Context: an optimization exercise on an open-source flow, tuned for small area, a short achievable clock period and few clock cycles per item. The choices shown serve that exercise and are no tape-out recipe. In this exercise RTL edits were held to simulation tests only and were not proved equivalent to the original. Power figures rest on the tool's default switching activity, not on a simulated workload.

File: design/flow/run.sh
#!/bin/bash
# synth_recipe.tcl (not shown) runs the flow's synth.tcl, then flattens the netlist and writes it again
# the make line also repeats each setting of config.mk as NAME=value (left out here)
make -C /OpenROAD-flow-scripts/flow DESIGN_CONFIG=/design/flow/config.mk WORK_HOME=/design/flow/orfs CLKGATE_MAP_FILE= SYNTH_SCRIPT=/design/flow/synth_recipe.tcl finish
File: design/flow/config.mk
export PLATFORM = sky130hd
export DESIGN_NAME = max_two_disjoint_rect_sum
export DESIGN_NICKNAME = max_two_disjoint_rect_sum
export VERILOG_FILES = /design/flow/design.v
export SDC_FILE = /design/flow/constraint.sdc
export NUM_CORES = 4
export LEC_CHECK = 0
export CAP_MARGIN = 20
export CORE_MARGIN = 2
export CORE_UTILIZATION = 40
export SETUP_SLACK_MARGIN = 5
export SLEW_MARGIN = 20
File: design/flow/constraint.sdc
create_clock -name core_clock -period 10.0 [get_ports {i_clk}]
set_input_delay 2.0000 -clock core_clock [delete_from_list [all_inputs] [get_ports {i_clk}]]
set_output_delay 2.0000 -clock core_clock [all_outputs]
set_load 0.01 [all_outputs]
File: design/flow/design.v
package mtdr_pkg;
    localparam int DEF_MAX_ROWS  = 8;
    localparam int DEF_MAX_COLS  = 8;
    localparam int DEF_CELL_BITS = 16;
    localparam int OUT_W      = 23;
    localparam int CFG_IDX_W  = 1;
    localparam int CFG_DATA_W = 4;
    localparam int IDX_W  = 5;
    localparam int ADDR_W = 10;
    localparam logic [CFG_IDX_W-1:0] REG_ROW_COUNT = 1'b0;
    localparam logic [CFG_IDX_W-1:0] REG_COL_COUNT = 1'b1;
    typedef struct packed {
        logic              wr_en;
        logic [ADDR_W-1:0] wr_addr;
        logic              rd_en;
        logic [ADDR_W-1:0] rd_addr;
        logic              clr_max;
        logic              clr_col;
        logic              acc_col;
        logic              rect;
        logic              first;
        logic [IDX_W-1:0]  row_top;
        logic [IDX_W-1:0]  row_bot;
        logic [IDX_W-1:0]  col_lft;
        logic [IDX_W-1:0]  col_rgt;
        logic              rpre;
        logic              rsuf;
        logic              cpre;
        logic              csuf;
        logic [IDX_W-1:0]  pidx;
        logic              load_out;
        logic              no_pair;
    } t_cmd;
endpackage
module max_two_disjoint_rect_sum #(
    parameter int MAX_ROWS  = mtdr_pkg::DEF_MAX_ROWS,
    parameter int MAX_COLS  = mtdr_pkg::DEF_MAX_COLS,
    parameter int CELL_BITS = mtdr_pkg::DEF_CELL_BITS
) (
    input  logic                               i_clk,
    input  logic                               i_rst_n,
    input  logic                               i_in_valid,
    output logic                               o_in_ready,
    input  logic signed [CELL_BITS-1:0]        i_in_cell_value,
    input  logic                               i_in_last_cell,
    output logic                               o_out_valid,
    input  logic                               i_out_ready,
    output logic signed [mtdr_pkg::OUT_W-1:0]  o_out_best_sum,
    output logic                               o_out_no_pair,
    input  logic                               i_cfg_valid,
    output logic                               o_cfg_ready,
    input  logic [mtdr_pkg::CFG_IDX_W-1:0]     i_cfg_index,
    input  logic [mtdr_pkg::CFG_DATA_W-1:0]    i_cfg_data
);
    localparam int SW = 19;    
    localparam int KW = 22;    
    localparam int PW = 23;    
    function automatic logic [2:0] clamp_m1(input logic [3:0] n);
        if (n == 4'd0)  clamp_m1 = 3'd0;
        else if (n[3])  clamp_m1 = 3'd7;
        else            clamp_m1 = n[2:0] - 3'd1;
    endfunction
    function automatic logic gtk(input logic [KW-1:0] a, input logic [KW-1:0] b);
        gtk = {~a[KW-1], a[KW-2:0]} > {~b[KW-1], b[KW-2:0]};
    endfunction
    function automatic logic gtp(input logic [PW-1:0] a, input logic [PW-1:0] b);
        gtp = {~a[PW-1], a[PW-2:0]} > {~b[PW-1], b[PW-2:0]};
    endfunction
    function automatic logic [KW:0] vmax(input logic [KW:0] a, input logic [KW:0] b);
        if (!b[KW])                         vmax = a;
        else if (!a[KW])                    vmax = b;
        else if (gtk(b[KW-1:0], a[KW-1:0])) vmax = b;
        else                                vmax = a;
    endfunction
    function automatic logic [PW:0] pmax(input logic [PW:0] a, input logic [PW:0] b);
        if (!b[PW])                         pmax = a;
        else if (!a[PW])                    pmax = b;
        else if (gtp(b[PW-1:0], a[PW-1:0])) pmax = b;
        else                                pmax = a;
    endfunction
    logic [3:0] cfg_rows, cfg_cols;
    assign o_cfg_ready = 1'b1;
    always_ff @(posedge i_clk) begin
        if (!i_rst_n) begin
            cfg_rows <= 4'd8;
            cfg_cols <= 4'd8;
        end else if (i_cfg_valid) begin
            if (i_cfg_index == 1'b0) cfg_rows <= i_cfg_data;
            else                     cfg_cols <= i_cfg_data;
        end
    end
    logic       in_act, in_done, in_slot;
    logic [2:0] in_row, in_col, in_rm1, in_cm1;
    logic [1:0] sfull;
    logic [1:0][2:0] s_row, s_cm1, s_rm1;
    logic [1:0][7:0][15:0] rb;
    logic       in_disc, in_fire, wr_cell, row_end;
    logic [2:0] cur_rm1, cur_cm1, cur_row, cur_col;
    assign in_disc    = in_act & in_done;
    logic rdy_r;
    assign o_in_ready = rdy_r;
    assign in_fire    = i_in_valid & o_in_ready;
    assign cur_rm1    = in_act ? in_rm1 : clamp_m1(cfg_rows);
    assign cur_cm1    = in_act ? in_cm1 : clamp_m1(cfg_cols);
    assign cur_row    = in_act ? in_row : 3'd0;
    assign cur_col    = in_act ? in_col : 3'd0;
    assign wr_cell    = in_fire & ~in_disc;
    assign row_end    = wr_cell & (cur_col == cur_cm1);
    logic       eng_clr;      
    logic       eng_cslot;
    logic       eng_last;     
    logic       eng_last_n, eng_cslot_n;
    logic       rf_end, rf_done, rdy0, rdy1_if;
    logic [1:0] sf0, sf1;
    always_comb begin
        sf0 = sfull;
        for (int sl = 0; sl < 2; sl++) if (eng_clr && eng_cslot == sl[0]) sf0[sl] = 1'b0;
        rf_end  = ~in_disc & (cur_col == cur_cm1);
        rf_done = in_done | (rf_end & (cur_row == cur_rm1));
        sf1 = sf0;
        if (rf_end) sf1[in_slot] = 1'b1;
        rdy0 = (in_act & in_done) | ~sf0[in_slot] | (eng_last_n & (eng_cslot_n == in_slot));
        rdy1_if = (~i_in_last_cell & rf_done) | ~sf1[in_slot ^ rf_end] | (eng_last_n & (eng_cslot_n == (in_slot ^ rf_end)));
    end
    always_ff @(posedge i_clk) begin
        if (!i_rst_n) rdy_r <= 1'b1;
        else          rdy_r <= in_fire ? rdy1_if : rdy0;
    end
    always_ff @(posedge i_clk) begin
        if (!i_rst_n) begin
            in_act  <= 1'b0;
            in_done <= 1'b0;
            in_slot <= 1'b0;
            in_row  <= 3'd0;
            in_col  <= 3'd0;
        end else if (in_fire) begin
            if (i_in_last_cell) begin
                in_act  <= 1'b0;
                in_done <= 1'b0;
                in_row  <= 3'd0;
                in_col  <= 3'd0;
            end else begin
                in_act <= 1'b1;
                if (wr_cell) begin
                    if (row_end) begin
                        in_col <= 3'd0;
                        in_row <= cur_row + 3'd1;
                        if (cur_row == cur_rm1) in_done <= 1'b1;
                    end else begin
                        in_col <= cur_col + 3'd1;
                    end
                end
            end
            if (row_end) in_slot <= ~in_slot;
        end
    end
    always_ff @(posedge i_clk) begin
        if (in_fire && !in_act) begin
            in_rm1 <= cur_rm1;
            in_cm1 <= cur_cm1;
        end
    end
    logic        w_en;
    logic [15:0] w_x;
    logic [15:0] w_sel;     
    always_ff @(posedge i_clk) begin
        if (!i_rst_n) w_en <= 1'b0;
        else          w_en <= wr_cell;
    end
    always_ff @(posedge i_clk) begin
        w_x <= i_in_cell_value;
        for (int sl = 0; sl < 2; sl++)
            for (int c = 0; c < 8; c++)
                w_sel[sl*8+c] <= (in_slot == sl[0]) && (cur_col == c[2:0]);
    end
    always_ff @(posedge i_clk) begin
        for (int sl = 0; sl < 2; sl++) begin
            for (int c = 0; c < 8; c++) begin
                if (w_en && w_sel[sl*8+c]) rb[sl][c] <= w_x;
            end
            if (row_end && in_slot == sl[0]) begin
                s_row[sl] <= cur_row;
                s_cm1[sl] <= cur_cm1;
                s_rm1[sl] <= cur_rm1;
            end
        end
    end
    always_ff @(posedge i_clk) begin
        if (!i_rst_n) begin
            sfull <= 2'b00;
        end else begin
            for (int s = 0; s < 2; s++) begin
                if (row_end && in_slot == s[0])            sfull[s] <= 1'b1;
                else if (eng_clr && eng_cslot == s[0])     sfull[s] <= 1'b0;
            end
        end
    end
    logic [1:0]        fcnt;       
    logic [1:0]        rpend;      
    logic [PW:0]       q0, q1;     
    logic              push;
    logic [PW:0]       push_d;
    logic              pop;
    logic ov_r;
    assign o_out_valid    = ov_r;
    assign o_out_best_sum = q0[PW-1:0];
    assign o_out_no_pair  = q0[PW];
    assign pop            = o_out_valid & i_out_ready;
    always_ff @(posedge i_clk) begin
        if (!i_rst_n) begin
            fcnt <= 2'd0;
            ov_r <= 1'b0;
        end else begin
            fcnt <= fcnt + {1'b0, push} - {1'b0, pop};
            ov_r <= push | fcnt[1] | (fcnt[0] & ~pop);
        end
    end
    always_ff @(posedge i_clk) begin
        if (pop) begin
            q0 <= (push && fcnt == 2'd1) ? push_d : q1;
        end else if (push && fcnt == 2'd0) begin
            q0 <= push_d;
        end
        if (push && ((fcnt == 2'd1 && !pop) || (fcnt == 2'd2))) q1 <= push_d;
    end
    logic       busy, dir, has1, has2, fin, cslot, eslot;
    logic [2:0] k, mm1;
    logic [2:0] r1, c1m1;             
    logic [2:0] c2m1, r2rm1;          
    logic [2:0] r2;
    logic       p2v;                  
    logic [2:0] p2r, p2c, p2rm1;
    logic [2:0] wcnt;
    logic [1:0] lastcnt;              
    logic       st_last, st_act1, st_act2, st_first1, st_last1, st_first2, st_rowc, st_fstart;
    logic [2:0] st_v;
    logic [7:0] st_vh;
    logic       free, p2fin, rdy1, credit, waitok, start, take1, take2;
    logic [2:0] n1c, n1r, n1rm1, nm1, rowsteps;
    assign free   = ~busy | st_last;
    assign p2fin  = (p2r == p2rm1);
    assign rdy1   = sfull[eslot];
    assign credit = ({1'b0, fcnt} + {1'b0, rpend}) <= 3'd1;
    assign waitok = in_act & ~in_done & (in_row == 3'd0) & ((in_cm1 - in_col) < p2c) & (wcnt != 3'd7);
    assign n1c    = eslot ? s_cm1[1] : s_cm1[0];
    assign n1r    = eslot ? s_row[1] : s_row[0];
    assign n1rm1  = eslot ? s_rm1[1] : s_rm1[0];
    always_comb begin
        start = 1'b0;
        take1 = 1'b0;
        take2 = 1'b0;
        if (free) begin
            if (p2v && !p2fin) begin
                start = rdy1;
                take1 = 1'b1;
                take2 = 1'b1;
            end else if (p2v) begin
                if (credit && lastcnt != 2'd0 && (rdy1 || !waitok)) begin
                    start = 1'b1;
                    take1 = rdy1;
                    take2 = 1'b1;
                end
            end else begin
                start = rdy1;
                take1 = 1'b1;
            end
        end
        rowsteps = (take2 && p2fin && p2rm1 != 3'd0) ? (p2rm1 - 3'd1) : 3'd0;
        nm1 = 3'd0;
        if (take1 && n1c > nm1)      nm1 = n1c;
        if (take2 && p2c > nm1)      nm1 = p2c;
        if (rowsteps > nm1)          nm1 = rowsteps;
    end
    assign eng_clr     = busy & has1 & st_last;
    assign eng_last    = eng_clr;
    assign eng_cslot   = cslot;
    assign eng_last_n  = busy_n & has1_n & (k_n == mm1_n);
    assign eng_cslot_n = start ? eslot : cslot;
    logic       busy_n, dir_n, has1_n, has2_n, fin_n;
    logic [2:0] k_n, mm1_n, c1m1_n, c2m1_n, r2rm1_n, v_n;
    logic [7:0] vh_n;
    always_comb begin
        busy_n  = busy;
        dir_n   = dir;
        has1_n  = has1;
        has2_n  = has2;
        fin_n   = fin;
        k_n     = k;
        mm1_n   = mm1;
        c1m1_n  = c1m1;
        c2m1_n  = c2m1;
        r2rm1_n = r2rm1;
        v_n     = st_v;
        vh_n    = st_vh;
        if (start) begin
            busy_n  = 1'b1;
            dir_n   = ~dir;
            has1_n  = take1;
            has2_n  = take2;
            fin_n   = take2 & p2fin;
            k_n     = 3'd0;
            mm1_n   = nm1;
            c1m1_n  = n1c;
            c2m1_n  = p2c;
            r2rm1_n = p2rm1;
            v_n     = dir ? 3'd0 : nm1;
            vh_n    = dir ? 8'd1 : (8'd1 << nm1);
        end else if (busy) begin
            if (st_last) begin
                busy_n = 1'b0;
            end else begin
                k_n  = k + 3'd1;
                v_n  = dir ? st_v - 3'd1 : st_v + 3'd1;
                vh_n = dir ? {1'b0, st_vh[7:1]} : {st_vh[6:0], 1'b0};
            end
        end
    end
    always_ff @(posedge i_clk) begin
        if (!i_rst_n) begin
            busy      <= 1'b0;
            dir       <= 1'b0;
            eslot     <= 1'b0;
            p2v       <= 1'b0;
            wcnt      <= 3'd0;
            has1      <= 1'b0;
            has2      <= 1'b0;
            fin       <= 1'b0;
            st_last   <= 1'b0;
            st_act1   <= 1'b0;
            st_act2   <= 1'b0;
            st_rowc   <= 1'b0;
            st_fstart <= 1'b0;
        end else begin
            busy      <= busy_n;
            dir       <= dir_n;
            has1      <= has1_n;
            has2      <= has2_n;
            fin       <= fin_n;
            st_last   <= busy_n & (k_n == mm1_n);
            st_act1   <= busy_n & has1_n & (v_n <= c1m1_n);
            st_act2   <= busy_n & has2_n & (v_n <= c2m1_n);
            st_rowc   <= busy_n & fin_n & (k_n < r2rm1_n);
            st_fstart <= busy_n & fin_n & (k_n == 3'd0);
            if (start) begin
                p2v  <= take1;
                wcnt <= 3'd0;
                if (take1) eslot <= ~eslot;
            end else if (!busy && p2v && p2fin && wcnt != 3'd7) begin
                wcnt <= wcnt + 3'd1;
            end
        end
    end
    always_ff @(posedge i_clk) begin
        k         <= k_n;
        mm1       <= mm1_n;
        c1m1      <= c1m1_n;
        c2m1      <= c2m1_n;
        r2rm1     <= r2rm1_n;
        st_v      <= v_n;
        st_vh     <= vh_n;
        st_first1 <= (dir_n ? (v_n == c1m1_n) : (v_n == 3'd0));
        st_last1  <= (dir_n ? (v_n == 3'd0) : (v_n == c1m1_n));
        st_first2 <= (dir_n ? (v_n == c2m1_n) : (v_n == 3'd0));
        if (start) begin
            cslot <= eslot;
            r1    <= n1r;
            r2    <= p2r;
            if (take1) begin
                p2r   <= n1r;
                p2c   <= n1c;
                p2rm1 <= n1rm1;
            end
        end
    end
    always_ff @(posedge i_clk) begin
        if (!i_rst_n) begin
            rpend   <= 2'd0;
            lastcnt <= 2'd0;
        end else begin
            rpend   <= rpend + {1'b0, start & take2 & p2fin} - {1'b0, push};
            lastcnt <= lastcnt + {1'b0, in_fire & i_in_last_cell} - {1'b0, start & take2 & p2fin};
        end
    end
    logic [2:0] v;
    logic       a_act1, a_act2, a_first1, a_last1, a_first2, a_rowc, a_fstart, a_flast;
    logic [15:0] xa;
    assign v        = st_v;
    assign a_act1   = st_act1;
    assign a_act2   = st_act2;
    assign a_first1 = st_act1 & st_first1;
    assign a_last1  = st_act1 & st_last1;
    assign a_first2 = st_act2 & st_first2;
    assign a_rowc   = st_rowc;
    assign a_fstart = st_fstart;
    assign a_flast  = busy & fin & st_last;
    always_comb begin
        xa = '0;
        for (int sl = 0; sl < 2; sl++)
            for (int c = 0; c < 8; c++)
                xa = xa | (rb[sl][c] & {16{cslot == sl[0] && st_vh[c]}});
    end
    logic [7:0][7:0][SW-1:0] cs;      
    logic [7:0][SW-1:0]      old_v, new_v;
    always_comb begin
        for (int a = 0; a < 8; a++) begin
            old_v[a] = '0;
            for (int c = 0; c < 8; c++) old_v[a] = old_v[a] | (cs[a][c] & {SW{st_vh[c]}});
            new_v[a] = ((r1 == a[2:0]) ? {SW{1'b0}} : old_v[a]) + {{(SW-16){xa[15]}}, xa};
        end
    end
    always_ff @(posedge i_clk) begin
        for (int a = 0; a < 8; a++) begin
            for (int c = 0; c < 8; c++) begin
                if (a_act1 && st_vh[c]) cs[a][c] <= new_v[a];
            end
        end
    end
    logic       a2_act1, a2_act2, a2_first1, a2_last1, a2_first2, a2_rowc, a2_fstart, a2_flast;
    logic       a2_fin, a2_dir, a2_fresh, a2_fvalid;
    logic [2:0] a2_r1, a2_r2, a2_v, a2_q;
    logic [7:0][SW-1:0] a2_nv, a2_ov;
    logic [7:0][KW-1:0] rr1, rr2, rr1_n, rr2_n;
    always_ff @(posedge i_clk) begin
        if (!i_rst_n) begin
            a2_act1 <= 1'b0; a2_act2 <= 1'b0; a2_rowc <= 1'b0; a2_fstart <= 1'b0; a2_flast <= 1'b0;
        end else begin
            a2_act1 <= a_act1; a2_act2 <= a_act2; a2_rowc <= a_rowc; a2_fstart <= a_fstart; a2_flast <= a_flast;
        end
    end
    always_ff @(posedge i_clk) begin
        a2_first1 <= a_first1;
        a2_last1  <= a_last1;
        a2_first2 <= a_first2;
        a2_fin    <= fin;
        a2_dir    <= dir;
        a2_fresh  <= (r1 <= 3'd1);
        a2_fvalid <= (r2rm1 != 3'd0);
        a2_r1     <= r1;
        a2_r2     <= r2;
        a2_v      <= v;
        a2_q      <= k + 3'd1;
        a2_nv     <= new_v;
        a2_ov     <= old_v;
    end
    always_comb begin
        for (int a = 0; a < 8; a++) begin
            rr1_n[a] = {{(KW-SW){a2_nv[a][SW-1]}}, a2_nv[a]} + ((a2_first1 || rr1[a][KW-1]) ? {KW{1'b0}} : rr1[a]);
            rr2_n[a] = {{(KW-SW){a2_ov[a][SW-1]}}, a2_ov[a]} + ((a2_first2 || rr2[a][KW-1]) ? {KW{1'b0}} : rr2[a]);
        end
    end
    always_ff @(posedge i_clk) begin
        for (int a = 0; a < 8; a++) begin
            rr1[a] <= rr1_n[a];      
            rr2[a] <= rr2_n[a];
        end
    end
    logic       b_act1, b_act2, b_first1, b_last1, b_first2, b_rowc, b_fstart, b_flast;
    logic       b_fin, b_dir, b_fresh, b_fvalid;
    logic [2:0] b_r1, b_r2, b_v, b_q;
    always_ff @(posedge i_clk) begin
        if (!i_rst_n) begin
            b_act1 <= 1'b0; b_act2 <= 1'b0; b_rowc <= 1'b0; b_fstart <= 1'b0; b_flast <= 1'b0;
        end else begin
            b_act1 <= a2_act1; b_act2 <= a2_act2; b_rowc <= a2_rowc; b_fstart <= a2_fstart; b_flast <= a2_flast;
        end
    end
    always_ff @(posedge i_clk) begin
        b_first1 <= a2_first1;
        b_last1  <= a2_last1;
        b_first2 <= a2_first2;
        b_fin    <= a2_fin;
        b_dir    <= a2_dir;
        b_fresh  <= a2_fresh;
        b_fvalid <= a2_fvalid;
        b_r1     <= a2_r1;
        b_r2     <= a2_r2;
        b_v      <= a2_v;
        b_q      <= a2_q;
    end
    logic [7:1][KW-1:0] top;
    logic [7:1][KW-1:0] pb;
    always_ff @(posedge i_clk) begin
        for (int a = 1; a < 8; a++) begin
            if (b_act1 && a[2:0] <= b_r1) begin
                if ((a[2:0] == b_r1 && b_first1) || gtk(rr1[a], top[a])) top[a] <= rr1[a];
            end
        end
    end
    logic [KW-1:0] top_q, pb_q;
    always_comb begin
        top_q = '0;
        pb_q  = '0;
        for (int a = 1; a < 8; a++) begin
            top_q = top_q | (top[a] & {KW{c_q == a[2:0]}});
            pb_q  = pb_q  | (pb[a]  & {KW{c_q == a[2:0]}});
        end
    end
    logic [3:0][KW:0] l1_1;
    logic [3:0][KW:0] l1_2;
    logic [KW:0] c_p1a, c_p1b, c_p2a, c_p2b;
    always_comb begin
        for (int j = 0; j < 4; j++) begin
            l1_1[j] = vmax({b_act1 && (2*j) <= b_r1, rr1[2*j]}, {b_act1 && (2*j+1) <= b_r1, rr1[2*j+1]});
            l1_2[j] = vmax({b_act2 && (2*j) <= b_r2, rr2[2*j]}, {b_act2 && (2*j+1) <= b_r2, rr2[2*j+1]});
        end
    end
    always_ff @(posedge i_clk) begin
        c_p1a <= vmax(l1_1[0], l1_1[1]);
        c_p1b <= vmax(l1_1[2], l1_1[3]);
        c_p2a <= vmax(l1_2[0], l1_2[1]);
        c_p2b <= vmax(l1_2[2], l1_2[3]);
    end
    logic [6:0][KW-1:0] rgt;
    logic [7:1][KW-1:0] lft;
    logic       c_act1, c_act2, c_first1, c_last1, c_first2, c_rowc, c_fstart, c_flast;
    logic       c_fin, c_dir, c_fresh, c_fvalid;
    logic [2:0] c_r1, c_v;
    logic [2:0] c_q;
    logic [PW-1:0] c_candr;
    assign c_candr = {top_q[KW-1], top_q} + {pb_q[KW-1], pb_q};
    always_ff @(posedge i_clk) begin
        if (!i_rst_n) begin
            c_act1 <= 1'b0; c_act2 <= 1'b0; c_rowc <= 1'b0; c_fstart <= 1'b0; c_flast <= 1'b0;
        end else begin
            c_act1 <= b_act1; c_act2 <= b_act2; c_rowc <= b_rowc; c_fstart <= b_fstart; c_flast <= b_flast;
        end
    end
    always_ff @(posedge i_clk) begin
        c_first1 <= b_first1;
        c_last1  <= b_last1;
        c_first2 <= b_first2;
        c_fin    <= b_fin;
        c_dir    <= b_dir;
        c_fresh  <= b_fresh;
        c_fvalid <= b_fvalid;
        c_r1     <= b_r1;
        c_v      <= b_v;
        c_q      <= b_q;
    end
    logic [KW:0]   m1_c, m2_c, mall_c, fm2_c;
    logic [KW-1:0] f_c;
    always_comb begin
        f_c = '0;
        for (int c = 0; c < 7; c++) f_c = f_c | (rgt[c] & {KW{~c_dir && c_v == c[2:0]}});
        for (int c = 1; c < 8; c++) f_c = f_c | (lft[c] & {KW{c_dir && c_v == c[2:0]}});
        m1_c   = vmax(c_p1a, c_p1b);
        m2_c   = vmax(c_p2a, c_p2b);
        mall_c = c_fin ? m1_c : vmax(m1_c, m2_c);
        fm2_c  = vmax({c_fvalid, f_c}, m2_c);
    end
    logic       d_act1, d_act2, d_first1, d_last1, d_first2, d_rowc, d_fstart, d_flast;
    logic       d_fin, d_dir, d_fresh, d_fvalid;
    logic [2:0] d_r1, d_v;
    logic [PW-1:0] d_candr;
    logic [KW-1:0] d_m1, d_mall;
    logic [KW:0]   d_fm2;
    always_ff @(posedge i_clk) begin
        if (!i_rst_n) begin
            d_act1 <= 1'b0; d_act2 <= 1'b0; d_rowc <= 1'b0; d_fstart <= 1'b0; d_flast <= 1'b0;
        end else begin
            d_act1 <= c_act1; d_act2 <= c_act2; d_rowc <= c_rowc; d_fstart <= c_fstart; d_flast <= c_flast;
        end
    end
    always_ff @(posedge i_clk) begin
        d_first1 <= c_first1;
        d_last1  <= c_last1;
        d_first2 <= c_first2;
        d_fin    <= c_fin;
        d_dir    <= c_dir;
        d_fresh  <= c_fresh;
        d_fvalid <= c_fvalid;
        d_r1     <= c_r1;
        d_v      <= c_v;
        d_candr  <= c_candr;
        d_m1     <= m1_c[KW-1:0];
        d_fm2    <= fm2_c;
        d_mall   <= mall_c[KW-1:0];
    end
    logic [KW-1:0] rgt_v, lft_v, ca_same, ca_other;
    logic          d_upd;
    always_comb begin
        rgt_v = '0;
        lft_v = '0;
        for (int c = 0; c < 7; c++) rgt_v = rgt_v | (rgt[c] & {KW{d_v == c[2:0]}});
        for (int c = 1; c < 8; c++) lft_v = lft_v | (lft[c] & {KW{d_v == c[2:0]}});
        ca_same  = d_dir ? lft_v : rgt_v;
        ca_other = d_dir ? rgt_v : lft_v;
    end
    assign d_upd = d_act1 | (d_act2 & ~d_fin);
    logic          e_wr, e_dir;
    logic [7:0]    e_vh;
    logic [KW-1:0] e_mall;
    always_ff @(posedge i_clk) begin
        if (!i_rst_n) e_wr <= 1'b0;
        else          e_wr <= d_upd && (d_fresh || gtk(d_mall, ca_same));
    end
    always_ff @(posedge i_clk) begin
        e_dir  <= d_dir;
        e_mall <= d_mall;
        for (int c = 0; c < 8; c++) e_vh[c] <= (d_v == c[2:0]);
    end
    always_ff @(posedge i_clk) begin
        for (int c = 0; c < 7; c++) if (e_wr && !e_dir && e_vh[c]) rgt[c] <= e_mall;
        for (int c = 1; c < 8; c++) if (e_wr && e_dir && e_vh[c])  lft[c] <= e_mall;
    end
    logic [KW-1:0] best;
    logic [KW-1:0] best_n;
    always_comb begin
        best_n = best;
        if ((d_r1 == 3'd0 && d_first1) || gtk(d_m1, best)) best_n = d_m1;
    end
    always_ff @(posedge i_clk) begin
        if (d_act1) best <= best_n;
    end
    always_ff @(posedge i_clk) begin
        for (int a = 1; a < 8; a++) begin
            if (d_act1 && d_last1 && d_r1 == a[2:0] - 3'd1) pb[a] <= best_n;
        end
    end
    logic [KW-1:0] rm;
    logic [KW:0]          rm_n;
    logic [PW-1:0] candc_d;
    always_comb begin
        rm_n = vmax({~d_first2, rm}, d_fm2);
        candc_d = {rm[KW-1], rm} + {ca_other[KW-1], ca_other};
    end
    always_ff @(posedge i_clk) begin
        if (d_act2 && d_fin) rm <= rm_n[KW-1:0];
    end
    logic       e_candv, e_rowc, e_fstart, e_flast;
    logic [PW-1:0] e_candc, e_candr;
    always_ff @(posedge i_clk) begin
        if (!i_rst_n) begin
            e_candv <= 1'b0; e_rowc <= 1'b0; e_fstart <= 1'b0; e_flast <= 1'b0;
        end else begin
            e_candv <= d_act2 & d_fin & ~d_first2;
            e_rowc <= d_rowc; e_fstart <= d_fstart; e_flast <= d_flast;
        end
    end
    always_ff @(posedge i_clk) begin
        e_candc <= candc_d;
        e_candr <= d_candr;
    end
    logic [PW:0] ans_r, ans_c;
    always_ff @(posedge i_clk) begin
        if (e_fstart) begin
            ans_r <= {e_rowc, e_candr};
            ans_c <= {e_candv, e_candc};
        end else begin
            ans_r <= pmax(ans_r, {e_rowc, e_candr});
            ans_c <= pmax(ans_c, {e_candv, e_candc});
        end
    end
    logic f_flast;
    logic [PW:0] ans;
    always_ff @(posedge i_clk) begin
        if (!i_rst_n) f_flast <= 1'b0;
        else          f_flast <= e_flast;
    end
    assign ans    = pmax(ans_r, ans_c);
    assign push   = f_flast;
    assign push_d = ans[PW] ? {1'b0, ans[PW-1:0]} : {1'b1, {PW{1'b0}}};
endmodule
==> results of run 1 <==
synth_stat cells (all sizes together) (35+ instances only):
cell type	number	area, um^2
edfxtp	2275	68300
ha	1201	15000
dfxtp	1104	22100
a22oi	893	6700
inv	847	3180
a21oi	552	2770
nor2	532	2000
mux2i	443	4450
nand2	388	1460
xnor2	369	3230
clkbuf	346	1300
a21o	335	2510
nor3	324	1630
o21ai	321	1610
nand4	320	2000
and2	308	1930
nand3	219	1100
nor2b	217	1360
o21a	138	1040
xor2	93	815
a31oi	90	569
mux2	89	1000
nand2b	85	532
o211ai	84	631
a221oi	80	707
buf	80	328
and3	63	394
o21bai	54	405
a211oi	53	398
a22o	51	447
or3	43	269
or2	35	219
power breakdown:
group / switching [mW] / internal [mW] / leakage, nW
registers: 2.26 / 17.1 / 29.6
clock network: 5.70 / 7.61 / 5.73
logic: 9.97 / 7.40 / 32.8
final timing paths:
kind	start	end	slack, ns	depth (start not counted)
worst max-delay path	fcnt[0]	rdy_r	4.84	22
worst min-delay path	b_q[0]	c_q[0]	0.32	0
worst max register to register	fcnt[0]	rdy_r	4.84	22
worst min register to register	b_q[0]	c_q[0]	0.32	0
stage by stage:
| step | setup slack [ns] | instance area [um^2] | instances | hold WS (ns) |
|---|---|---|---|---|
| after detailed placement | 3.47 | 162000 | 17300 | 0.312 |
| final | 4.84 | 178000 | 18200 | 0.321 |
| after CTS | 4.82 | 176000 | 18100 | 0.324 |
| after floorplan | 4.99 | 154000 | 12400 | 0.310 |
| after global routing | 4.66 | 178000 | 18200 | 0.331 |
| after global placement | 3.15 | 162000 | 17300 | 0.310 |
cell families (layout without fill, tap and decap cells):
| group | after synthesis | count (layout) |
|---|---|---|
| DFF | 3379 | 3379 |
| AOI/OAI and AO/OA | 2891 | 2891 |
| other | 1 | 10 |
| muxes | 544 | 544 |
| and+or+nand+nor | 2644 | 2644 |
| xor gates and xnor gates | 462 | 462 |
| adders and majority gates | 1230 | 1230 |
| buffers and inverters | 1275 | 1950 |
repair_timing:
| action | CTS | global route |
|---|---|---|
| pin swaps | 55 | 57 |
| setup buffers | 70 | 79 |
| cloned | 7 | 18 |
| setup endpoints to repair | 836 | 616 |
| gates resized for setup | 260 | 225 |
metal layers:
metal	wire length [um]	GRT usage, %	vias to the layer above
li1	-	-	47700
met1	207000	32.6	51900
met2	224000	38.9	3982
met3	36400	3.39	873
met4	19400	8.49	14
met5	101	0	-
registers in the layout, indices dropped and copies added, names as in the netlist, 24 cells and up:
register  cells
cs         1216
rb          256
rr1         176
rr2         176
lft         154
pb          154
rgt         154
top         154
a2_nv       152
a2_ov       152
ans_c        24
ans_r        24
q0           24
q1           24
area by class of cell:
type | instances | area (um^2) | share of cell area, %
well taps | 5060 | 6330 | 3.56
diodes | 9 | 22.5 | 0.0127
flip-flops and latches | 3379 | 90500 | 50.9
clock inverters | 178 | 1710 | 0.962
clock buffers | 487 | 10000 | 5.63
repair buffers | 436 | 4650 | 2.62
multi-input cells | 7772 | 61300 | 34.5
inverters | 849 | 3190 | 1.80
layout by cell type, fill, tap and decap left out, types with 343 or more instances in the layout:
cell       count
nand2_1      384
ha_1        1180
a22oi_1      893
clkbuf_16    387
nor2_1       506
inv_1        832
a21oi_1      518
dfxtp_1     1051
edfxtp_1    2275
mux2i_1      366
xnor2_1      343
critical path, cell delays in order, from the launching register on:
cell and delay (ns):
dfxtp_4 0.35, ha_4 0.15, fa_1 0.47, nor2_2 0.16
o21ai_2 0.09, o211a_4 0.27, or3_4 0.37, ha_4 0.23
a31oi_2 0.18, o21ai_2 0.10, a21oi_4 0.20, mux2i_1 0.22
ha_1 0.27, nor2b_4 0.14, o21ai_2 0.16, nand2_1 0.11
nor4_2 0.29, mux2i_2 0.19, a221oi_2 0.36, a221oi_4 0.11
a31oi_2 0.23, mux2i_1 0.11, o32a_1 0.29
==> key figures, run 1 <==
Timing
  • Max-slew violations: 0
  • Setup Viol. Count Final: 0
  • Final period util: 51.6%
  • Final Hold Viols: 0
  • Sum of negative setup slack: 0 ns
  • Max Fclk: 0.194 GHz
  • RSZ-0062 raised after global routing: yes
  • Clk_skew: 0.105 ns
  • Worst Tran Pin Value: 1.12 ns
  • Rel. slew slack: 24.2%
  • Final min period: 5.16 ns

Setup path
  • Worst path arrival time: 6.01 ns
  • Setup crit end kind: flop
  • Worst path required time: 10.85 ns
  • CP Max Fanout: 5
  • Crit Path Category: flop to flop
  • Startpoint Class: flop

Placed design
  • Gpl congestion: 0.988
  • HPWL after DPL: 326000 um
  • I/O Buffers: 52

Detailed routing
  • Vias per cell: roughly 5.8
  • Detailed Route Iter0 Violations: 10.5k
  • Initial DRT Pass Iterations: 6
  • Post-route ant nets: 0
  • Total Wirelength: just under 500000 um
  • Per-cell routed wire length: about 27 um
  • DRC Markers: 0
  • Routed via count: 105k

Yosys
  • Simple-Gate Fraction of Synth Area: between 8 and 9%
  • Synth Cell Area: 154000 um^2
  • Ys flop type: edfxtp_1
  • Mux cell area share after synthesis: about 3.7%
  • Mapped Cells: between 10k and 15k
  • Post-synth EDFFs: 2275
  • Seq/Total Area, Yosys: 58.6%
  • Register bit count reported by yosys: 3379
  • Mapped Avg Cell Area: ~12 um^2
  • FFs w/ async S/R, synth: 0%
  • Yosys warns: 1
  • Adder-Cell Fraction of Synth Area: 10.1%
  • XOR/XNOR Fraction of Synth Area: 2.62%
  • Syn nets: between 10k and 15k
  • Largest family of logic cells by synthesized area: compound AO/OA/AOI/OAI gates
  • Synth Area in Compound Gates: about an eighth
  • Synth cell types: 97

Pwr
  • PD cells: 282 nW/um^2
  • Max VDD drop: 0.000252 V
  • Leak: 68.1 nW
  • Total power: 50.1 mW

Floorplan
  • Initial Util: 40.1%
  • IO Count: 54
  • Die Y: 625 um
  • Die area: 391000 um^2
  • Die width: 625 um
  • Core ar.: 385000 um^2
  • Std cell rows: 228

Global route
  • Vias in the first global route: 101k
  • Grt total ovfl: 0
  • GRT Util Overall: 23.9%
  • Initial antenna violation count: 30
  • Global-route wire length before repair: 692000 um
  • Largest net degree at the start of global routing: 108

Cells and area
  • Fraction of layout cells with a size suffix above 1: 11.2%
  • Final nets: 14.1k
  • Area Overhead vs Synth: 15.2%
  • Fillers: 34.4k
  • Utilization after layout: 46.2%

Min path
  • Hold crit path type: flop to flop

Clock network
  • Clk latency of the worst-skew pair: between 0.9 and 1 ns
  • Root Driver: clkbuf_16
  • Max clock buf depth: 4
  • Cts hold-fix bufs: 0
  • Clock Sinks: 3379
  • Clock buffer count from CTS: 358
  • TritonCTS clock tree: built
  • Clk slew on worst S/H paths: 0.06 ns
  • Htree depth: 5

Flow run
  • Max cap viols: 0

Run status
  • Outcome: complete, no violations
Testbench counts, summed over its fixed seeds: cycles 6,109, grids 128.
==> run 2: changes to the inputs <==
--- a/design/flow/design.v
+++ b/design/flow/design.v
@@ -317,2 +317,34 @@
     end
+    logic stn_last, stn_act1, stn_act2, stn_rowc, stn_fstart, stn_first1, stn_last1, stn_first2;
+    logic [2:0] cv_n;
+    always_comb begin
+        cv_n = dir ? st_v - 3'd1 : st_v + 3'd1;
+        if (start) begin
+            stn_last   = (nm1 == 3'd0);
+            stn_rowc   = take2 & p2fin & (p2rm1 != 3'd0);
+            stn_fstart = take2 & p2fin;
+            if (dir) begin       
+                stn_act1   = take1;
+                stn_act2   = take2;
+                stn_first1 = 1'b1;
+                stn_last1  = (n1c == 3'd0);
+                stn_first2 = 1'b1;
+            end else begin       
+                stn_act1   = take1 & (nm1 <= n1c);
+                stn_act2   = take2 & (nm1 <= p2c);
+                stn_first1 = (nm1 == n1c);
+                stn_last1  = (nm1 == 3'd0);
+                stn_first2 = (nm1 == p2c);
+            end
+        end else begin
+            stn_last   = busy & ~st_last & (k + 3'd1 == mm1);
+            stn_rowc   = busy & ~st_last & fin & (k + 3'd1 < r2rm1);
+            stn_fstart = 1'b0;
+            stn_act1   = busy & ~st_last & has1 & (cv_n <= c1m1);
+            stn_act2   = busy & ~st_last & has2 & (cv_n <= c2m1);
+            stn_first1 = dir ? (cv_n == c1m1) : (cv_n == 3'd0);
+            stn_last1  = dir ? (cv_n == 3'd0) : (cv_n == c1m1);
+            stn_first2 = dir ? (cv_n == c2m1) : (cv_n == 3'd0);
+        end
+    end
     always_ff @(posedge i_clk) begin
@@ -338,7 +370,7 @@
             fin       <= fin_n;
-            st_last   <= busy_n & (k_n == mm1_n);
-            st_act1   <= busy_n & has1_n & (v_n <= c1m1_n);
-            st_act2   <= busy_n & has2_n & (v_n <= c2m1_n);
-            st_rowc   <= busy_n & fin_n & (k_n < r2rm1_n);
-            st_fstart <= busy_n & fin_n & (k_n == 3'd0);
+            st_last   <= stn_last;
+            st_act1   <= stn_act1;
+            st_act2   <= stn_act2;
+            st_rowc   <= stn_rowc;
+            st_fstart <= stn_fstart;
             if (start) begin
@@ -360,5 +392,5 @@
         st_vh     <= vh_n;
-        st_first1 <= (dir_n ? (v_n == c1m1_n) : (v_n == 3'd0));
-        st_last1  <= (dir_n ? (v_n == 3'd0) : (v_n == c1m1_n));
-        st_first2 <= (dir_n ? (v_n == c2m1_n) : (v_n == 3'd0));
+        st_first1 <= stn_first1;
+        st_last1  <= stn_last1;
+        st_first2 <= stn_first2;
         if (start) begin
@@ -456,25 +488,22 @@
     end
-    logic       b_act1, b_act2, b_first1, b_last1, b_first2, b_rowc, b_fstart, b_flast;
-    logic       b_fin, b_dir, b_fresh, b_fvalid;
-    logic [2:0] b_r1, b_r2, b_v, b_q;
+    localparam int CW_ACT1 = 0, CW_ACT2 = 1, CW_FIRST1 = 2, CW_LAST1 = 3, CW_FIRST2 = 4, CW_ROWC = 5,
+                   CW_FSTART = 6, CW_FLAST = 7, CW_FIN = 8, CW_DIR = 9, CW_FRESH = 10, CW_FVALID = 11,
+                   CW_R1 = 12, CW_R2 = 15, CW_V = 18, CW_Q = 21, CW_N = 24;
+    logic [CW_N-1:0] cw_a2, cw_b1, cw_b2, cw_c1, cw_c2, cw_d;
+    assign cw_a2 = {a2_q, a2_v, a2_r2, a2_r1, a2_fvalid, a2_fresh, a2_dir, a2_fin, a2_flast, a2_fstart,
+                    a2_rowc, a2_first2, a2_last1, a2_first1, a2_act2, a2_act1};
     always_ff @(posedge i_clk) begin
         if (!i_rst_n) begin
-            b_act1 <= 1'b0; b_act2 <= 1'b0; b_rowc <= 1'b0; b_fstart <= 1'b0; b_flast <= 1'b0;
+            cw_b1 <= '0; cw_b2 <= '0; cw_c1 <= '0; cw_c2 <= '0; cw_d <= '0;
         end else begin
-            b_act1 <= a2_act1; b_act2 <= a2_act2; b_rowc <= a2_rowc; b_fstart <= a2_fstart; b_flast <= a2_flast;
+            cw_b1 <= cw_a2; cw_b2 <= cw_b1; cw_c1 <= cw_b2; cw_c2 <= cw_c1; cw_d <= cw_c2;
         end
     end
-    always_ff @(posedge i_clk) begin
-        b_first1 <= a2_first1;
-        b_last1  <= a2_last1;
-        b_first2 <= a2_first2;
-        b_fin    <= a2_fin;
-        b_dir    <= a2_dir;
-        b_fresh  <= a2_fresh;
-        b_fvalid <= a2_fvalid;
-        b_r1     <= a2_r1;
-        b_r2     <= a2_r2;
-        b_v      <= a2_v;
-        b_q      <= a2_q;
-    end
+    logic       b_act1, b_act2, b_first1;
+    logic [2:0] b_r1, b_r2;
+    assign b_act1   = cw_b1[CW_ACT1];
+    assign b_act2   = cw_b1[CW_ACT2];
+    assign b_first1 = cw_b1[CW_FIRST1];
+    assign b_r1     = cw_b1[CW_R1 +: 3];
+    assign b_r2     = cw_b1[CW_R2 +: 3];
     logic [7:1][KW-1:0] top;
@@ -488,14 +517,3 @@
     end
-    logic [KW-1:0] top_q, pb_q;
-    always_comb begin
-        top_q = '0;
-        pb_q  = '0;
-        for (int a = 1; a < 8; a++) begin
-            top_q = top_q | (top[a] & {KW{c_q == a[2:0]}});
-            pb_q  = pb_q  | (pb[a]  & {KW{c_q == a[2:0]}});
-        end
-    end
-    logic [3:0][KW:0] l1_1;
-    logic [3:0][KW:0] l1_2;
-    logic [KW:0] c_p1a, c_p1b, c_p2a, c_p2b;
+    logic [3:0][KW:0] l1_1, l1_2, b2_l1, b2_l2;
     always_comb begin
@@ -507,73 +525,76 @@
     always_ff @(posedge i_clk) begin
-        c_p1a <= vmax(l1_1[0], l1_1[1]);
-        c_p1b <= vmax(l1_1[2], l1_1[3]);
-        c_p2a <= vmax(l1_2[0], l1_2[1]);
-        c_p2b <= vmax(l1_2[2], l1_2[3]);
+        b2_l1 <= l1_1;
+        b2_l2 <= l1_2;
     end
-    logic [6:0][KW-1:0] rgt;
-    logic [7:1][KW-1:0] lft;
-    logic       c_act1, c_act2, c_first1, c_last1, c_first2, c_rowc, c_fstart, c_flast;
-    logic       c_fin, c_dir, c_fresh, c_fvalid;
-    logic [2:0] c_r1, c_v;
-    logic [2:0] c_q;
-    logic [PW-1:0] c_candr;
-    assign c_candr = {top_q[KW-1], top_q} + {pb_q[KW-1], pb_q};
-    always_ff @(posedge i_clk) begin
-        if (!i_rst_n) begin
-            c_act1 <= 1'b0; c_act2 <= 1'b0; c_rowc <= 1'b0; c_fstart <= 1'b0; c_flast <= 1'b0;
-        end else begin
-            c_act1 <= b_act1; c_act2 <= b_act2; c_rowc <= b_rowc; c_fstart <= b_fstart; c_flast <= b_flast;
-        end
+    logic [KW:0]   c1_p1a, c1_p1b, c1_p2a, c1_p2b;
+    logic [KW-1:0] top_q, c1_topq, c2_topq;
+    always_comb begin
+        top_q = '0;
+        for (int a = 1; a < 8; a++) top_q = top_q | (top[a] & {KW{cw_b2[CW_Q +: 3] == a[2:0]}});
     end
     always_ff @(posedge i_clk) begin
-        c_first1 <= b_first1;
-        c_last1  <= b_last1;
-        c_first2 <= b_first2;
-        c_fin    <= b_fin;
-        c_dir    <= b_dir;
-        c_fresh  <= b_fresh;
-        c_fvalid <= b_fvalid;
-        c_r1     <= b_r1;
-        c_v      <= b_v;
-        c_q      <= b_q;
+        c1_p1a  <= vmax(b2_l1[0], b2_l1[1]);
+        c1_p1b  <= vmax(b2_l1[2], b2_l1[3]);
+        c1_p2a  <= vmax(b2_l2[0], b2_l2[1]);
+        c1_p2b  <= vmax(b2_l2[2], b2_l2[3]);
+        c1_topq <= top_q;
+        c2_topq <= c1_topq;
     end
-    logic [KW:0]   m1_c, m2_c, mall_c, fm2_c;
+    logic [6:0][KW-1:0] rgt;
+    logic [7:1][KW-1:0] lft;
     logic [KW-1:0] f_c;
+    logic [KW:0]   c2_m1, c2_m2, c2_f;
     always_comb begin
         f_c = '0;
-        for (int c = 0; c < 7; c++) f_c = f_c | (rgt[c] & {KW{~c_dir && c_v == c[2:0]}});
-        for (int c = 1; c < 8; c++) f_c = f_c | (lft[c] & {KW{c_dir && c_v == c[2:0]}});
-        m1_c   = vmax(c_p1a, c_p1b);
-        m2_c   = vmax(c_p2a, c_p2b);
-        mall_c = c_fin ? m1_c : vmax(m1_c, m2_c);
-        fm2_c  = vmax({c_fvalid, f_c}, m2_c);
-    end
-    logic       d_act1, d_act2, d_first1, d_last1, d_first2, d_rowc, d_fstart, d_flast;
-    logic       d_fin, d_dir, d_fresh, d_fvalid;
-    logic [2:0] d_r1, d_v;
-    logic [PW-1:0] d_candr;
-    logic [KW-1:0] d_m1, d_mall;
-    logic [KW:0]   d_fm2;
+        for (int c = 0; c < 7; c++) f_c = f_c | (rgt[c] & {KW{~cw_c1[CW_DIR] && cw_c1[CW_V +: 3] == c[2:0]}});
+        for (int c = 1; c < 8; c++) f_c = f_c | (lft[c] & {KW{cw_c1[CW_DIR] && cw_c1[CW_V +: 3] == c[2:0]}});
+    end
     always_ff @(posedge i_clk) begin
-        if (!i_rst_n) begin
-            d_act1 <= 1'b0; d_act2 <= 1'b0; d_rowc <= 1'b0; d_fstart <= 1'b0; d_flast <= 1'b0;
-        end else begin
-            d_act1 <= c_act1; d_act2 <= c_act2; d_rowc <= c_rowc; d_fstart <= c_fstart; d_flast <= c_flast;
-        end
+        c2_m1 <= vmax(c1_p1a, c1_p1b);
+        c2_m2 <= vmax(c1_p2a, c1_p2b);
+        c2_f  <= {cw_c1[CW_FVALID], f_c};
+    end
+    logic          c2_act1, c2_first1, c2_last1, c2_fin;
+    logic [2:0]    c2_r1, c2_q;
+    assign c2_act1   = cw_c2[CW_ACT1];
+    assign c2_first1 = cw_c2[CW_FIRST1];
+    assign c2_last1  = cw_c2[CW_LAST1];
+    assign c2_fin    = cw_c2[CW_FIN];
+    assign c2_r1     = cw_c2[CW_R1 +: 3];
+    assign c2_q      = cw_c2[CW_Q +: 3];
+    logic [KW-1:0] best, best_n, pb_q;
+    logic [PW-1:0] candr_c2;
+    always_comb begin
+        best_n = best;
+        if ((c2_r1 == 3'd0 && c2_first1) || gtk(c2_m1[KW-1:0], best)) best_n = c2_m1[KW-1:0];
+        pb_q = '0;
+        for (int a = 1; a < 8; a++) pb_q = pb_q | (pb[a] & {KW{c2_q == a[2:0]}});
+        candr_c2 = {c2_topq[KW-1], c2_topq} + {pb_q[KW-1], pb_q};
     end
     always_ff @(posedge i_clk) begin
-        d_first1 <= c_first1;
-        d_last1  <= c_last1;
-        d_first2 <= c_first2;
-        d_fin    <= c_fin;
-        d_dir    <= c_dir;
-        d_fresh  <= c_fresh;
-        d_fvalid <= c_fvalid;
-        d_r1     <= c_r1;
-        d_v      <= c_v;
-        d_candr  <= c_candr;
-        d_m1     <= m1_c[KW-1:0];
-        d_fm2    <= fm2_c;
-        d_mall   <= mall_c[KW-1:0];
+        if (c2_act1) best <= best_n;
+        for (int a = 1; a < 8; a++) begin
+            if (c2_act1 && c2_last1 && c2_r1 == a[2:0] - 3'd1) pb[a] <= best_n;
+        end
     end
+    logic [KW-1:0] d_mall;
+    logic [KW:0]   d_fm2;
+    logic [PW-1:0] d_candr;
+    logic [7:0]    d_vh;
+    always_ff @(posedge i_clk) begin
+        d_mall  <= c2_fin ? c2_m1[KW-1:0] : vmax(c2_m1, c2_m2);
+        d_fm2   <= vmax(c2_f, c2_m2);
+        d_candr <= candr_c2;
+        for (int c = 0; c < 8; c++) d_vh[c] <= (cw_c2[CW_V +: 3] == c[2:0]);
+    end
+    logic       d_act1, d_act2, d_first2, d_rowc, d_fstart, d_flast, d_fin, d_dir, d_fresh;
+    assign d_act1   = cw_d[CW_ACT1];
+    assign d_act2   = cw_d[CW_ACT2];
+    assign d_first2 = cw_d[CW_FIRST2];
+    assign d_rowc   = cw_d[CW_ROWC];
+    assign d_fstart = cw_d[CW_FSTART];
+    assign d_flast  = cw_d[CW_FLAST];
+    assign d_fin    = cw_d[CW_FIN];
+    assign d_dir    = cw_d[CW_DIR];
+    assign d_fresh  = cw_d[CW_FRESH];
     logic [KW-1:0] rgt_v, lft_v, ca_same, ca_other;
@@ -583,4 +604,4 @@
         lft_v = '0;
-        for (int c = 0; c < 7; c++) rgt_v = rgt_v | (rgt[c] & {KW{d_v == c[2:0]}});
-        for (int c = 1; c < 8; c++) lft_v = lft_v | (lft[c] & {KW{d_v == c[2:0]}});
+        for (int c = 0; c < 7; c++) rgt_v = rgt_v | (rgt[c] & {KW{d_vh[c]}});
+        for (int c = 1; c < 8; c++) lft_v = lft_v | (lft[c] & {KW{d_vh[c]}});
         ca_same  = d_dir ? lft_v : rgt_v;
@@ -599,3 +620,3 @@
         e_mall <= d_mall;
-        for (int c = 0; c < 8; c++) e_vh[c] <= (d_v == c[2:0]);
+        e_vh   <= d_vh;
     end
@@ -605,18 +626,4 @@
     end
-    logic [KW-1:0] best;
-    logic [KW-1:0] best_n;
-    always_comb begin
-        best_n = best;
-        if ((d_r1 == 3'd0 && d_first1) || gtk(d_m1, best)) best_n = d_m1;
-    end
-    always_ff @(posedge i_clk) begin
-        if (d_act1) best <= best_n;
-    end
-    always_ff @(posedge i_clk) begin
-        for (int a = 1; a < 8; a++) begin
-            if (d_act1 && d_last1 && d_r1 == a[2:0] - 3'd1) pb[a] <= best_n;
-        end
-    end
     logic [KW-1:0] rm;
-    logic [KW:0]          rm_n;
+    logic [KW:0]   rm_n;
     logic [PW-1:0] candc_d;
==> key figures, run 2 <==
Run status
  • Outcome: complete, no violations

Yosys
  • Yosys warns: 1 (unchanged)
  • Seq/Total Area, Yosys: 56.7% (-1.9 points)
  • Register bit count reported by yosys: 3695 (+9.4%)
  • Synth cell types: 99 (+2.1%)
  • Ys flop type: edfxtp_1
  • Top cells by count, synth: 2287 x edfxtp_1, 1408 x dfxtp_1, 1211 x ha_1, 872 x a22oi_1, 847 x inv_1
  • Syn nets: 15.9k (+16%)
  • Cell with the most instances after synthesis: edfxtp_1
  • Area leader, netlist: edfxtp_1
  • Mapped Cells: 14.7k (+18%)
  • Synth Cell Area: 171000 um^2 (+11%)
  • Post-synth EDFFs: 2287 (+0.53%)
  • Mapped Avg Cell Area: 11.7 um^2 (-6.1%)
  • Area contributors post-synth: edfxtp_1 40%, dfxtp_1 16%, ha_1 8.9%
  • FFs w/ async S/R, synth: 0% (unchanged)
  • Synth top area share: 40.2% (-4.1 points)

Setup path
  • Crit Path Category: flop to flop
  • Reg-to-reg endpoint: st_act1
  • Startpoint Class: flop
  • R2r startpoint: fcnt[0]
  • Reg2reg setup slack: 5.11 ns (+0.28 ns)
  • CP Max Fanout: 6 (+1)
  • Reg2Reg Depth: 27 (+23%)
  • Setup crit end kind: flop
  • Worst path arrival time: 5.83 ns (-0.18 ns)
  • Worst path required time: 10.94 ns (+0.09 ns)

Pwr
  • Total power: 51.4 mW (+2.7%)
  • Leak: 72.3 nW (+6.2%)
  • PD cells: 267 nW/um^2 (-5.1%)
  • Max VDD drop: 0.000166 V (-34%)

Placed design
  • I/O Buffers: 52 (unchanged)
  • Placed Cells: 19.9k (+15%)
  • Area after DPL: 178000 um^2 (+9.9%)
  • HPWL after DPL: 353000 um (+8.2%)
  • Gpl congestion: 0.943 (-4.6%)

Clock network
  • Clk latency of the worst-skew pair: 1.06 ns (+0.08 ns)
  • Max clock buf depth: 4 (unchanged)
  • TritonCTS clock tree: built
  • Clock buffer count from CTS: 388 (+8.4%)
  • Cts hold-fix bufs: 0 (unchanged)
  • Clock Sinks: 3695 (+9.4%)
  • Clk slew on worst S/H paths: 0.06 ns (about the same)
  • Htree depth: 5 (unchanged)
  • Root Driver: clkbuf_16

Floorplan
  • Std cell rows: 240 (+5.3%)
  • IO Count: 54 (unchanged)
  • Initial Util: 40.1% (about the same)
  • Die Y: 658 um (+5.2%)
  • Die area: 432000 um^2 (+11%)
  • Die width: 658 um (+5.2%)
  • Core ar.: 426000 um^2 (+11%)

Min path
  • Hold crit path type: flop to flop
  • Hold path depth: 0 (unchanged)
  • Hold EP: e_candr[10]
  • Hold_sp: d_candr[10]

Detailed routing
  • Post-route ant nets: 0 (unchanged)
  • Total Wirelength: 530000 um (+8.7%)
  • Initial DRT Pass Iterations: 7 (+1)
  • DRC Markers: 0 (unchanged)
  • Routed via count: 120k (+15%)
  • Detailed Route Iter0 Violations: 13.6k (+29%)
  • Vias per cell: 5.83 (+1.3%)
  • Per-cell routed wire length: 25.6 um (-4.5%)

Cells and area
  • Most common cell after layout, fill and taps aside: edfxtp_1
  • Post-route cell area: 192000 um^2 (+8.2%)
  • Top flop regs: cs x1216, rb x256
  • Max reg flops: 1216 (unchanged)
  • Area Overhead vs Synth: 12.6%
  • Non-Filler Instances: 20.7k (+14%)
  • Final nets: 15.9k (+13%)
  • Most frequent cells in the layout: 2287 x edfxtp_1, 1393 x dfxtp_1, 1206 x ha_1, 870 x a22oi_1, 845 x inv_1
  • Biggest register: cs
  • Fraction of layout cells with a size suffix above 1: 8.41% (-2.8 points)

Timing
  • Final min period: 4.89 ns (-0.276 ns)
  • Final Hold Viols: 0 (unchanged)
  • Worst Tran Pin Value: 1.16 ns (+0.0357 ns)
  • Clk_skew: 0.118 ns (+0.0132 ns)
  • Max-slew violations: 0 (unchanged)
  • Max Fclk: 0.205 GHz (+5.6%)
  • Final period util: 48.9% (-2.8 points)
  • Rel. slew slack: 22.4% (-1.8 points)
  • Setup Viol. Count Final: 0 (unchanged)
  • Sum of negative setup slack: 0 ns (unchanged)
  • RSZ-0062 raised after global routing: yes

Global route
  • Largest net degree at the start of global routing: 108 (unchanged)
  • Grt total ovfl: 0 (unchanged)
  • Vias in the first global route: 113k (+13%)
  • Initial antenna violation count: 32 (+6.7%)
  • Global-route wire length before repair: 762000 um (+10%)
  • GRT Util Overall: 23.4% (-0.50 points)

Flow run
  • Max cap viols: 0 (unchanged)
-- run 2: cell count changes after synthesis, moves of 56 or more --
cell / before / now
nand4_1: 320 / 384
nand2_1: 387 / 610
clkbuf_1: 346 / 610
mux2_2: 89 / 145
mux2i_1: 442 / 102
o211ai_1: 84 / 362
nand3_1: 219 / 768
and3_1: 63 / 144
nor2_1: 531 / 642
or3_1: 43 / 108
nor2b_1: 217 / 291
a21oi_1: 551 / 682
dfxtp_1: 1104 / 1408
a311o_1: 2 / 127
-- run 2: metal layers --
metal | global-route usage [%] | wire [um] | part of all wire, % | vias to the layer above
met3 | 3.55 | 40500 | 7.6 | 1017
li1 | - | - | - | 55600
met1 | 32.5 | 228000 | 43 | 58900
met2 | 36.1 | 232000 | 44 | 4947
met5 | 0 | 55 | 0.010 | -
met4 | 11.0 | 28600 | 5.4 | 8
-- run 2: cell type report --
type	instances	area (um^2)
Fill cell	38900	234000
Antenna cell	12	30.0
Clock inverter	193	2320
Multi-Input combinational cell	9435	69300
Tap cell	5687	7120
Clock buffer	537	10900
Inverter	849	3190
Sequential cell	3695	96900
Timing Repair Buffer	272	2650
-- run 2: worst max path at each step --
stage          startpoint        to
6_report          fcnt[0]   st_act1
5_1_grt           fcnt[0]   st_act1
3_5_place_dp     st_vh[6]   cs[910]
3_3_place_gp      fcnt[0]   st_act1
2_1_floorplan    st_vh[1]  cs[1083]
4_1_cts          st_vh[2]   cs[987]
-- run 2: critical path, cell delays in order (launching register included) --
cell and delay (ns):
dfxtp_4 0.35, ha_4 0.15, fa_1 0.45, nor2_2 0.13, o21ai_2 0.09, o21ai_2 0.17, and3_1 0.18, inv_2 0.06
ha_4 0.21, nor2b_4 0.12, o21a_1 0.16, o2111a_1 0.26, o21a_4 0.16, nor2_4 0.09, a21oi_2 0.04, ha_1 0.32
nor2b_4 0.13, o21a_4 0.20, o21ai_4 0.14, nand4_1 0.13, o211a_4 0.30, inv_6 0.09, ha_1 0.24, nor2b_1 0.13
o21a_1 0.18, o21ai_2 0.11, nand2_1 0.06, a21boi_1 0.17
-- run 2: what timing repair did --
action | CTS | global route
cloned | 1 | 4
endpoints found under the setup margin | 402 | 226
buffers inserted | 26 | 10
pin swaps | 19 | 24
gates resized for setup | 53 | 83
-- run 2: metrics by stage --
stage / utilization, % / hold slack, ns / setup slack [ns]
final: 45.1 / 0.316 / 5.11
after global routing: 45.1 / 0.321 / 4.89
after CTS: 45.0 / 0.312 / 4.92
after detailed placement: 41.7 / 0.312 / 4.24
after global placement: 41.7 / 0.310 / 4.16
after floorplan: - / 0.310 / 5.02
-- run 2: kinds of logic after synthesis --
family	share of synthesized area, %
flip-flops	56.7
buffers and inverters	3.37
adder cells (fa/ha/maj)	9.21
XOR/XNOR	2.35
AND/OR/NAND/NOR	11.9
multiplexers	2.00
AO/OA/AOI/OAI	14.5
other	0.00219
-- run 2: report_power, final --
part           internal (mW)  switching (mW)  total [mW]  leakage [nW]
logic                   6.55            9.29        15.8          33.8
clock network           8.68            6.24        14.9          6.39
registers               18.2            2.46        20.6          32.1
total                   33.4            18.0        51.4          72.3
Testbench counts of run 2, summed over its fixed seeds: cycles 6,127, grids 128.

==> afterwards: timing with drivers on the ports <==
The flow's constraints put no driver on any port. The routed layouts listed below were extracted and timed again, unchanged, in two steps.
Step 1 assumes that a clkbuf_16 drives the clock port and a buf_2 every other input.
Step 2 moves the port delays by t, midway between the first and last clock arrival at a register: inputs arrive t later, outputs are due t later. That takes back most of the time a late clock gives input paths.
a / b / c = ideal / step 1 / step 2; a / b = the first two.
| run | t, ns | setup WS [ns] | worst register clock-pin slew, ns |
|---|---|---|---|
| run 1 | 1.036 | 4.839 / 4.839 / 4.839 | 0.07 / 0.07 |
| run 2 | 1.107 | 5.115 / 5.115 / 5.115 | 0.07 / 0.07 |
After both steps setup and hold are still met in every run listed.
